Background: an optimization exercise with open tools, aiming at a short achievable clock period and few clock cycles. Do not read the settings as production practice.
Only simulation tests tie the RTL to the original design; equivalence was not proved.
No activity file was given, so power comes from the tool's default toggle rates.

### flow/config.mk
export PLATFORM = sky130hd
export DESIGN_NAME = flashUpdateCtrl
export DESIGN_NICKNAME = flashUpdateCtrl
export VERILOG_FILES = /design/flow/design.v
export SDC_FILE = /design/flow/constraint.sdc
export NUM_CORES = 4
export LEC_CHECK = 0
export CAP_MARGIN = 20
export CORE_MARGIN = 2
export CORE_UTILIZATION = 40
export SLEW_MARGIN = 20
### flow/constraint.sdc
create_clock -name core_clock -period 4.5 [get_ports {Clock}]
set_input_delay 0.9000 -clock core_clock [delete_from_list [all_inputs] [get_ports {Clock}]]
set_output_delay 0.9000 -clock core_clock [all_outputs]
set_load 0.01 [all_outputs]
### flow/design.v
package flashCtrlPkg;
  localparam int hostAddrW  = 7;                          
  localparam int hostDataW  = 16;                         
  localparam int ramAddrW   = 6;                          
  localparam int flashAddrW = 18;                         
  localparam int flashDataW = 32;                         
  localparam logic [flashDataW-1:0] csrProtectNone = 32'hFFFF_FFFF;  
  localparam logic [flashDataW-1:0] csrUnprotCfm1  = 32'hFBFF_FFFF;  
  localparam logic [flashDataW-1:0] csrEraseCfm1   = 32'hFBCF_FFFF;  
  localparam logic [flashDataW-1:0] csrUnprotCfm2  = 32'hFDFF_FFFF;  
  localparam logic [flashDataW-1:0] csrEraseCfm2   = 32'hFDBF_FFFF;  
  localparam logic [flashDataW-1:0] csrUnprotBoth  = 32'hF9FF_FFFF;  
  localparam int statusBusyLsb    = 0;                    
  localparam int statusWriteOkBit = 3;                    
  localparam int statusEraseOkBit = 4;                    
  typedef enum logic [5:0] {
    monSet, monLat, monStr, monVal,
    erPrep,
    er1ClrProt, er1SelErase, er1BusySet, er1BusyLat, er1BusyStr,
    er1WaitBusy, er1WaitIdle, er1Check, er1Protect,
    er2ClrProt, er2SelErase, er2BusySet, er2BusyLat, er2BusyStr,
    er2WaitBusy, er2WaitIdle, er2Check, er2Protect,
    wrPrep, wrUnprot, wrLoad, wrCommit, wrReqHigh, wrReqLow,
    wrIdleSet, wrIdleStr, wrWaitIdle, wrCheck, wrProtect
  } seqState;
endpackage
`timescale 1ns/1ps
module flashStageRam
(
  input  logic                  Clock,
  input  logic                  arstN,
  input  logic [flashCtrlPkg::hostAddrW-1:0]  FlashMemWrAddress,     
  input  logic [flashCtrlPkg::hostDataW-1:0]  FlashMemWrData,        
  input  logic                  FlashMemWrEn,          
  input  logic [flashCtrlPkg::ramAddrW-1:0]   ramRdAddr,             
  output logic [flashCtrlPkg::flashDataW-1:0] ramRdData              
);
  logic [flashCtrlPkg::hostDataW-1:0]  upperHalf;                    
  logic                  ramWe;                        
  logic [flashCtrlPkg::flashDataW-1:0] ram [0:(1 << flashCtrlPkg::ramAddrW)-1];    
  always_ff @(posedge Clock or negedge arstN)
  begin
    if (!arstN)
      upperHalf <= '0;
    else if (FlashMemWrEn)
      upperHalf <= FlashMemWrData;
  end
  assign ramWe = FlashMemWrEn & FlashMemWrAddress[0];  
  always_ff @(posedge Clock)
  begin
    if (ramWe)
      ram[FlashMemWrAddress[flashCtrlPkg::hostAddrW-1:1]] <= {upperHalf, FlashMemWrData};
  end
  always_ff @(posedge Clock)
  begin
    ramRdData <= ram[ramRdAddr];
  end
endmodule
`timescale 1ns/1ps
module flashWriteCursor
(
  input  logic                  Clock,
  input  logic                  arstN,
  input  logic                  writePrep,             
  input  logic                  writeDone,             
  input  logic [flashCtrlPkg::flashAddrW-1:0] FlashOpAddr,           
  input  logic [flashCtrlPkg::ramAddrW-1:0]   FlashOpLen,            
  output logic [flashCtrlPkg::ramAddrW-1:0]   ramRdAddr,             
  output logic [flashCtrlPkg::flashAddrW-1:0] flashWrAddr,           
  output logic [flashCtrlPkg::ramAddrW-1:0]   wordsLeft              
);
  always_ff @(posedge Clock or negedge arstN)
  begin
    if (!arstN)
      ramRdAddr <= '0;
    else if (writePrep)
      ramRdAddr <= '0;
    else if (writeDone)
      ramRdAddr <= ramRdAddr + 1'b1;                   
  end
  always_ff @(posedge Clock or negedge arstN)
  begin
    if (!arstN)
      flashWrAddr <= '0;
    else if (writePrep)
      flashWrAddr <= FlashOpAddr;                      
    else if (writeDone)
      flashWrAddr <= flashWrAddr + 1'b1;
  end
  always_ff @(posedge Clock or negedge arstN)
  begin
    if (!arstN)
      wordsLeft <= '0;
    else if (writePrep)
      wordsLeft <= FlashOpLen;
    else if (writeDone && (wordsLeft != '0))
      wordsLeft <= wordsLeft - 1'b1;
  end
endmodule
`timescale 1ns/1ps
module flashSequencer
(
  input  logic                  Clock,
  input  logic                  arstN,
  input  logic                  FlashOpUnlock,         
  input  logic                  FlashOpWr,             
  input  logic                  FlashOpEr,             
  output logic                  FlashCmdAck,           
  output logic                  FlashBusy,             
  output logic                  FlashError,            
  input  logic [flashCtrlPkg::flashAddrW-1:0] flashWrAddr,           
  input  logic [flashCtrlPkg::flashDataW-1:0] ramRdData,             
  input  logic [flashCtrlPkg::ramAddrW-1:0]   wordsLeft,             
  output logic                  writePrep,             
  output logic                  writeDone,             
  output logic                  csrAddr,               
  output logic                  csrRead,
  output logic [flashCtrlPkg::flashDataW-1:0] csrWriteData,
  output logic                  csrWrite,
  input  logic [flashCtrlPkg::flashDataW-1:0] csrReadData,           
  output logic [flashCtrlPkg::flashAddrW-1:0] dataAddr,
  output logic [flashCtrlPkg::flashDataW-1:0] dataWriteData,
  output logic                  dataWrite,
  input  logic                  dataWaitReq            
);
  flashCtrlPkg::seqState               state, stateNext;
  logic                  statusIdle;                   
  logic                  statusWriteOk;                
  logic                  statusEraseOk;                
  logic                  storeStatus;                  
  logic                  cmdAckNext;
  logic                  busyClr;                      
  logic                  errorSet;                     
  logic                  csrAddrNext;
  logic                  csrReadNext;
  logic [flashCtrlPkg::flashDataW-1:0] csrWriteDataNext;
  logic                  csrWriteNext;
  logic [flashCtrlPkg::flashAddrW-1:0] dataAddrNext;
  logic [flashCtrlPkg::flashDataW-1:0] dataWriteDataNext;
  logic                  dataWriteNext;
  always_ff @(posedge Clock or negedge arstN)
  begin
    if (!arstN)
    begin
      statusIdle    <= 1'b0;
      statusWriteOk <= 1'b0;
      statusEraseOk <= 1'b0;
    end
    else if (storeStatus)
    begin
      statusIdle    <= (csrReadData[flashCtrlPkg::statusBusyLsb +: 2] == 2'b00);
      statusWriteOk <= csrReadData[flashCtrlPkg::statusWriteOkBit];
      statusEraseOk <= csrReadData[flashCtrlPkg::statusEraseOkBit];
    end
  end
  always_ff @(posedge Clock or negedge arstN)
  begin
    if (!arstN)
      state <= flashCtrlPkg::monSet;
    else
      state <= stateNext;
  end
  always_comb
  begin
    stateNext = state;                                 
    case (state)
      flashCtrlPkg::monSet      : stateNext = flashCtrlPkg::monLat;
      flashCtrlPkg::monLat      : stateNext = flashCtrlPkg::monStr;
      flashCtrlPkg::monStr      : stateNext = flashCtrlPkg::monVal;
      flashCtrlPkg::monVal      :
        if (statusIdle && FlashOpUnlock && FlashOpWr)
          stateNext = flashCtrlPkg::wrPrep;                          
        else if (statusIdle && FlashOpUnlock && FlashOpEr)
          stateNext = flashCtrlPkg::erPrep;
      flashCtrlPkg::erPrep      : stateNext = flashCtrlPkg::er1ClrProt;
      flashCtrlPkg::er1ClrProt  : stateNext = flashCtrlPkg::er1SelErase;
      flashCtrlPkg::er1SelErase : stateNext = flashCtrlPkg::er1BusySet;
      flashCtrlPkg::er1BusySet  : stateNext = flashCtrlPkg::er1BusyLat;
      flashCtrlPkg::er1BusyLat  : stateNext = flashCtrlPkg::er1BusyStr;
      flashCtrlPkg::er1BusyStr  : stateNext = flashCtrlPkg::er1WaitBusy;
      flashCtrlPkg::er1WaitBusy : if (!statusIdle) stateNext = flashCtrlPkg::er1WaitIdle;    
      flashCtrlPkg::er1WaitIdle : if (statusIdle) stateNext = flashCtrlPkg::er1Check;        
      flashCtrlPkg::er1Check    : stateNext = flashCtrlPkg::er1Protect;
      flashCtrlPkg::er1Protect  : stateNext = flashCtrlPkg::er2ClrProt;
      flashCtrlPkg::er2ClrProt  : stateNext = flashCtrlPkg::er2SelErase;
      flashCtrlPkg::er2SelErase : stateNext = flashCtrlPkg::er2BusySet;
      flashCtrlPkg::er2BusySet  : stateNext = flashCtrlPkg::er2BusyLat;
      flashCtrlPkg::er2BusyLat  : stateNext = flashCtrlPkg::er2BusyStr;
      flashCtrlPkg::er2BusyStr  : stateNext = flashCtrlPkg::er2WaitBusy;
      flashCtrlPkg::er2WaitBusy : if (!statusIdle) stateNext = flashCtrlPkg::er2WaitIdle;
      flashCtrlPkg::er2WaitIdle : if (statusIdle) stateNext = flashCtrlPkg::er2Check;
      flashCtrlPkg::er2Check    : stateNext = flashCtrlPkg::er2Protect;
      flashCtrlPkg::er2Protect  : stateNext = flashCtrlPkg::monSet;
      flashCtrlPkg::wrPrep      : stateNext = flashCtrlPkg::wrUnprot;
      flashCtrlPkg::wrUnprot    : stateNext = flashCtrlPkg::wrLoad;
      flashCtrlPkg::wrLoad      : stateNext = flashCtrlPkg::wrCommit;              
      flashCtrlPkg::wrCommit    : stateNext = flashCtrlPkg::wrReqHigh;
      flashCtrlPkg::wrReqHigh   : if (dataWaitReq) stateNext = flashCtrlPkg::wrReqLow;   
      flashCtrlPkg::wrReqLow    : if (!dataWaitReq) stateNext = flashCtrlPkg::wrIdleSet;
      flashCtrlPkg::wrIdleSet   : stateNext = flashCtrlPkg::wrIdleStr;
      flashCtrlPkg::wrIdleStr   : stateNext = flashCtrlPkg::wrWaitIdle;
      flashCtrlPkg::wrWaitIdle  : if (statusIdle) stateNext = flashCtrlPkg::wrCheck;
      flashCtrlPkg::wrCheck     :
        if (wordsLeft > flashCtrlPkg::ramAddrW'(1))
          stateNext = flashCtrlPkg::wrLoad;                          
        else
          stateNext = flashCtrlPkg::wrProtect;
      flashCtrlPkg::wrProtect   : stateNext = flashCtrlPkg::monSet;
      default     : stateNext = flashCtrlPkg::monSet;
    endcase
  end
  always_comb
  begin
    csrAddrNext       = 1'b0;
    csrReadNext       = 1'b0;
    csrWriteNext      = 1'b0;
    dataAddrNext      = '0;
    dataWriteDataNext = '0;
    dataWriteNext     = 1'b0;
    storeStatus       = 1'b0;
    cmdAckNext        = 1'b0;
    busyClr           = 1'b0;
    errorSet          = 1'b0;
    writePrep         = 1'b0;
    writeDone         = 1'b0;
    case (state)
      flashCtrlPkg::monSet, flashCtrlPkg::monLat, flashCtrlPkg::er1BusySet, flashCtrlPkg::er1BusyLat, flashCtrlPkg::er2BusySet, flashCtrlPkg::er2BusyLat :
        csrReadNext = 1'b1;                            
      flashCtrlPkg::monStr, flashCtrlPkg::er1BusyStr, flashCtrlPkg::er1WaitBusy, flashCtrlPkg::er1WaitIdle, flashCtrlPkg::er2BusyStr, flashCtrlPkg::er2WaitBusy,
      flashCtrlPkg::er2WaitIdle, flashCtrlPkg::wrIdleSet, flashCtrlPkg::wrIdleStr, flashCtrlPkg::wrWaitIdle :
      begin
        csrReadNext = 1'b1;
        storeStatus = 1'b1;                            
      end
      flashCtrlPkg::monVal :
      begin
        csrReadNext = 1'b1;
        storeStatus = 1'b1;
        busyClr     = 1'b1;                            
      end
      flashCtrlPkg::erPrep :
        cmdAckNext = 1'b1;
      flashCtrlPkg::er1ClrProt, flashCtrlPkg::er1SelErase, flashCtrlPkg::er1Protect, flashCtrlPkg::er2ClrProt, flashCtrlPkg::er2SelErase, flashCtrlPkg::er2Protect,
      flashCtrlPkg::wrUnprot, flashCtrlPkg::wrProtect :
      begin
        csrAddrNext  = 1'b1;                           
        csrWriteNext = 1'b1;
      end
      flashCtrlPkg::er1Check, flashCtrlPkg::er2Check :
        errorSet = !statusEraseOk;
      flashCtrlPkg::wrPrep :
      begin
        cmdAckNext = 1'b1;
        writePrep  = 1'b1;                             
      end
      flashCtrlPkg::wrLoad :
      begin
        dataAddrNext      = flashWrAddr;               
        dataWriteDataNext = ramRdData;
      end
      flashCtrlPkg::wrCommit, flashCtrlPkg::wrReqHigh, flashCtrlPkg::wrReqLow :
      begin
        dataAddrNext      = flashWrAddr;
        dataWriteDataNext = ramRdData;
        dataWriteNext     = (state != flashCtrlPkg::wrReqLow) || dataWaitReq;   
        csrReadNext       = 1'b1;                      
      end
      flashCtrlPkg::wrCheck :
      begin
        errorSet  = !statusWriteOk;
        writeDone = 1'b1;                              
      end
      default :
        csrReadNext = 1'b0;
    endcase
  end
  always_comb
  begin
    case (state)
      flashCtrlPkg::er1ClrProt  : csrWriteDataNext = flashCtrlPkg::csrUnprotCfm1;
      flashCtrlPkg::er1SelErase : csrWriteDataNext = flashCtrlPkg::csrEraseCfm1;
      flashCtrlPkg::er2ClrProt  : csrWriteDataNext = flashCtrlPkg::csrUnprotCfm2;
      flashCtrlPkg::er2SelErase : csrWriteDataNext = flashCtrlPkg::csrEraseCfm2;
      flashCtrlPkg::wrUnprot    : csrWriteDataNext = flashCtrlPkg::csrUnprotBoth;
      flashCtrlPkg::er1Protect, flashCtrlPkg::er2Protect, flashCtrlPkg::wrProtect :
        csrWriteDataNext = flashCtrlPkg::csrProtectNone;             
      default     : csrWriteDataNext = '0;
    endcase
  end
  always_ff @(posedge Clock or negedge arstN)
  begin
    if (!arstN)
    begin
      csrAddr   <= 1'b0;
      csrRead   <= 1'b0;
      csrWrite  <= 1'b0;
      dataWrite <= 1'b0;
    end
    else
    begin
      csrAddr   <= csrAddrNext;
      csrRead   <= csrReadNext;
      csrWrite  <= csrWriteNext;
      dataWrite <= dataWriteNext;
    end
  end
  always_ff @(posedge Clock)
  begin
    csrWriteData  <= csrWriteDataNext;
    dataAddr      <= dataAddrNext;
    dataWriteData <= dataWriteDataNext;
  end
  always_ff @(posedge Clock or negedge arstN)
  begin
    if (!arstN)
    begin
      FlashCmdAck <= 1'b0;
      FlashBusy   <= 1'b0;
      FlashError  <= 1'b0;
    end
    else
    begin
      FlashCmdAck <= cmdAckNext;
      if (cmdAckNext)
        FlashBusy <= 1'b1;                             
      else if (busyClr)
        FlashBusy <= 1'b0;
      if (cmdAckNext)
        FlashError <= 1'b0;                            
      else if (errorSet)
        FlashError <= 1'b1;
    end
  end
endmodule
`timescale 1ns/1ps
module flashUpdateCtrl
(
  input  logic                  Clock,
  input  logic                  arstN,
  input  logic [flashCtrlPkg::hostAddrW-1:0]  FlashMemWrAddress,
  input  logic [flashCtrlPkg::hostDataW-1:0]  FlashMemWrData,
  input  logic                  FlashMemWrEn,
  input  logic [flashCtrlPkg::flashAddrW-1:0] FlashOpAddr,
  input  logic [flashCtrlPkg::ramAddrW-1:0]   FlashOpLen,
  input  logic                  FlashOpUnlock,
  input  logic                  FlashOpWr,
  input  logic                  FlashOpEr,
  output logic                  FlashCmdAck,
  output logic                  FlashBusy,
  output logic                  FlashError,
  output logic                  csrAddr,
  output logic                  csrRead,
  output logic [flashCtrlPkg::flashDataW-1:0] csrWriteData,
  output logic                  csrWrite,
  input  logic [flashCtrlPkg::flashDataW-1:0] csrReadData,
  output logic [flashCtrlPkg::flashAddrW-1:0] dataAddr,
  output logic [flashCtrlPkg::flashDataW-1:0] dataWriteData,
  output logic                  dataWrite,
  input  logic                  dataWaitReq
);
  logic [flashCtrlPkg::ramAddrW-1:0]   ramRdAddr;                    
  logic [flashCtrlPkg::flashDataW-1:0] ramRdData;                    
  logic [flashCtrlPkg::flashAddrW-1:0] flashWrAddr;                  
  logic [flashCtrlPkg::ramAddrW-1:0]   wordsLeft;
  logic                  writePrep;                    
  logic                  writeDone;
  flashStageRam flashStageRam_i (
    .Clock             (Clock),
    .arstN             (arstN),
    .FlashMemWrAddress (FlashMemWrAddress),
    .FlashMemWrData    (FlashMemWrData),
    .FlashMemWrEn      (FlashMemWrEn),
    .ramRdAddr         (ramRdAddr),
    .ramRdData         (ramRdData)
  );
  flashWriteCursor flashWriteCursor_i (
    .Clock       (Clock),
    .arstN       (arstN),
    .writePrep   (writePrep),
    .writeDone   (writeDone),
    .FlashOpAddr (FlashOpAddr),
    .FlashOpLen  (FlashOpLen),
    .ramRdAddr   (ramRdAddr),
    .flashWrAddr (flashWrAddr),
    .wordsLeft   (wordsLeft)
  );
  flashSequencer flashSequencer_i (
    .Clock         (Clock),
    .arstN         (arstN),
    .FlashOpUnlock (FlashOpUnlock),
    .FlashOpWr     (FlashOpWr),
    .FlashOpEr     (FlashOpEr),
    .FlashCmdAck   (FlashCmdAck),
    .FlashBusy     (FlashBusy),
    .FlashError    (FlashError),
    .flashWrAddr   (flashWrAddr),
    .ramRdData     (ramRdData),
    .wordsLeft     (wordsLeft),
    .writePrep     (writePrep),
    .writeDone     (writeDone),
    .csrAddr       (csrAddr),
    .csrRead       (csrRead),
    .csrWriteData  (csrWriteData),
    .csrWrite      (csrWrite),
    .csrReadData   (csrReadData),
    .dataAddr      (dataAddr),
    .dataWriteData (dataWriteData),
    .dataWrite     (dataWrite),
    .dataWaitReq   (dataWaitReq)
  );
endmodule
### flow/run.sh
#!/bin/bash
# synth_recipe.tcl (not shown) runs the flow's synth.tcl, then flattens the netlist and writes it again
# the make line also repeats each setting of config.mk as NAME=value (left out here)
make -C /OpenROAD-flow-scripts/flow DESIGN_CONFIG=/design/flow/config.mk WORK_HOME=/design/flow/orfs CLKGATE_MAP_FILE= SYNTH_SCRIPT=/design/flow/synth_recipe.tcl finish
==> results.txt <==
==> critical path, stage by stage (launching register included) <==
cell      delay [ps]
dfrtp_4          860
buf_12           310
buf_4            360
mux4_2           550
mux2_2           280
a221oi_1         680
o21ai_0          250
==> cells in the mapped netlist, drive strengths merged, types with 20 or more instances <==
cell type  instances  area, um2
a22o              28        245
nor2             109        409
o221ai            20        175
o22ai             24        150
dfrtp             61       1530
dfxtp             87       1740
nand2            108        405
buf              178       1160
clkbuf            95        357
nand3             22        115
and2              56        350
o21ai             82        410
mux2              41        462
a211oi            43        323
a21oi             60        300
a22oi             64        480
mux4             403       9190
edfxtp          2048      61500
mux2i            305       3050
a221oi            51        447
==> report_power, final <==
group	internal (mW)	switching, mW	total [mW]
registers	22.8	0.432	23.2
clock network	9.74	7.80	17.5
logic	1.39	1.80	3.19
total	33.9	10.0	44.0
==> worst paths after layout <==
check,start,endpoint,cells past startpoint
min in group core_clock,flashStageRam_i.ramRdData[13]$_DFF_P_,flashSequencer_i.dataWriteData[13]$_SDFF_PN0_,1
hold / removal,arstN,flashWriteCursor_i.flashWrAddr[14]$_DFFE_PN0P_,1
hold reg to reg,flashStageRam_i.ramRdData[13]$_DFF_P_,flashSequencer_i.dataWriteData[13]$_SDFF_PN0_,1
setup reg to reg,flashWriteCursor_i.ramRdAddr[0]$_DFFE_PN0P_,flashStageRam_i.ramRdData[2]$_DFF_P_,6
max in group asynchronous,arstN,flashWriteCursor_i.ramRdAddr[4]$_DFFE_PN0P_,2
setup / recovery,flashWriteCursor_i.ramRdAddr[0]$_DFFE_PN0P_,flashStageRam_i.ramRdData[2]$_DFF_P_,6
==> cell families after synthesis <==
family	Yosys count	share of synthesized area
AOI/OAI and AO/OA	446	0.0372
xor gates and xnor gates	27	0.00280
adders and majority gates	5	0.000740
buffers and inverters	289	0.0188
DFF	2196	0.766
muxes	749	0.150
and+or+nand+nor	404	0.0240
==> metrics by stage <==
step | utilization | power [mW]
2_1_floorplan | - | 25.5
3_3_place_gp | 0.433 | 26.8
3_5_place_dp | 0.433 | 26.9
4_1_cts | 0.466 | 44.3
5_1_grt | 0.466 | 45.3
6_report | 0.467 | 44.0
==> routing by layer <==
layer,part of all wire,vias up,global-route usage
li1,-,17673,-
met1,0.42,22478,0.289
met2,0.47,1737,0.321
met3,0.079,301,0.0392
met4,0.028,0,0.0592
met5,0,-,0
==> layout make-up <==
type / instances / area [um2]
tap: 2805 / 3510
multi-input combinational: 1631 / 18700
timing repair buffer: 380 / 3820
clock inverter: 98 / 981
sequential: 2196 / 64800
antenna: 12 / 30.0
inverter: 15 / 56.3
clock buffer: 305 / 5930
fill: 17480 / 112000
==> sequential cells by signal, indices dropped and copies added, names as in the netlist <==
name	cells
flashWriteCursor_i.ramRdAddr	6
flashSequencer_i.csrRead	1
flashStageRam_i.ramRdData	32
flashSequencer_i.FlashCmdAck	1
flashSequencer_i.dataWriteData	32
flashWriteCursor_i.flashWrAddr	18
flashSequencer_i.statusEraseOk	1
flashSequencer_i.FlashError	1
flashSequencer_i.state	6
flashStageRam_i.ram	2048
flashSequencer_i.FlashBusy	1
flashSequencer_i.dataAddr	18
flashSequencer_i.csrWriteData	5
flashSequencer_i.csrAddr	1
flashWriteCursor_i.wordsLeft	6
flashSequencer_i.statusWriteOk	1
flashStageRam_i.upperHalf	16
flashSequencer_i.dataWrite	1
flashSequencer_i.statusIdle	1
==> impl_metrics.toml <==
[cts]
cts_buffers = 215
clk_latency_ps = 880
cts_tree = "yes"
h-tree-depth = 4
clk_pin_slew_ps = 60
hold_buffers = 0
clock_sinks = 2196
max-clock-path-buffers = 3
post-cts-setup-buffers = 0
cts_resized = 0
clock-root-buffer = "clkbuf_16"

[cells_and_area]
drive_gt1_frac = 0.232
area_growth_pct = 15.8
finalNetCount = 4530
final_area_um2 = 97900
final_common_cell = "edfxtp_1"
final-instance-count-excl-fill = 7442
layout_common_cells = "edfxtp_1 (2048), mux4_2 (373), mux2i_1 (305)"

[logic_synthesis]
ys_ff_latch = 2196
async_reset_ff_frac = 0.0278
synth_edf_count = 2048
synth_fp_nets = 4207
ys_seq_area_frac = 0.766
syn-instance-count = 4116
synth_ff_type = "edfxtp_1"
syn_area_um2 = 84500
yosys_warnings = 3
synthDistinctLibCells = 70
avgSynthCellArea_um2 = 20.5

[global_route]
grt.total_usage = 0.204
grt_max_degree = 74
grt_pass1_wl_um = 313000
overflow = 0
grt_pass1_vias = 41466
antenna_found_initial = 10

[worst_setup_path]
required_ps = 5170
crit_type = "reg -> reg"
cp-end-kind = "flip-flop"
ff2ff_setup_slack_ps = 940
critPathMaxFanout = 22
crit_path_start_kind = "flip-flop"
arrival_ps = 4220

[job]
cap_violations = 0

[timing]
max_slew_margin = 0.178
setup_viol = 0
max_freq_mhz = 281
final.period_utilization = 0.791
hold_slack_ps = 67.7
fin_crit_ps = 3560
setup_ws_ps = 942
finalSetupTns_ps = 0
slew_viol_final = 0
finClkSkew_ps = 47.5
finalHoldViolations = 0
worst_slew_pin_slew_ps = 1230
rsz0062_at_grt = "false"

[power_and_ir_drop]
p_leak_nw = 29.5
cellPowerDensity_nw_per_um2 = 449
peakVddDrop_uv = 434

[status]
outcome = "finished clean"

[place]
place_worst_setup_slack_ps = 627
dp_cells = 7027
portBuffers = 146
place_congestion = 0.813
dpl-instance-area_um2 = 90900
dp_hpwl_um = 133000

[die]
die_w_um = 464
core_area_um2 = 210000
ioPinCount = 175
die_h_um = 464
rows = 168
die_area_um2 = 215000
start_util = 0.403

[drt]
via_count = 42189
ant_nets = 0
dr.pass1.iters = 5
via_per_inst = 5.67
drt_wl_total_um = 223000
wl_per_cell_um = 29.9
drt_iter0_drc = 5112
drc = 0

[hold_path]
hold_path.class = "in -> async"
Testbench counts, summed over its fixed seeds: cycles 38,467.

==> re-timing with driven ports <==
The flow's constraints put no driver on any port. The routed layout listed below was extracted and timed again, unchanged, in two steps. Step 1 (the two cells are an assumption about what drives the block):
set clk [get_ports {Clock}]
set_driving_cell -lib_cell sky130_fd_sc_hd__clkbuf_16 $clk
set_driving_cell -lib_cell sky130_fd_sc_hd__buf_2 [delete_from_list [all_inputs] $clk]
Step 2 also shifts input and output timing later by t, the mid clock arrival at the registers, as if the neighbouring blocks saw the same clock. Slacks: ideal ports / drivers / drivers and shift; pairs: ideal ports / drivers.
t, ns: 0.930
setup WS [ns]: 0.942 / 0.942 / 0.540
worst register clock-pin slew, ns: 0.07 / 0.07
worst slew at a driven data input, ns: 0.09
After both steps this run still meets setup and hold. The setup slack of this run moves by 0.000 ns with the drivers and by -0.402 ns with both steps.
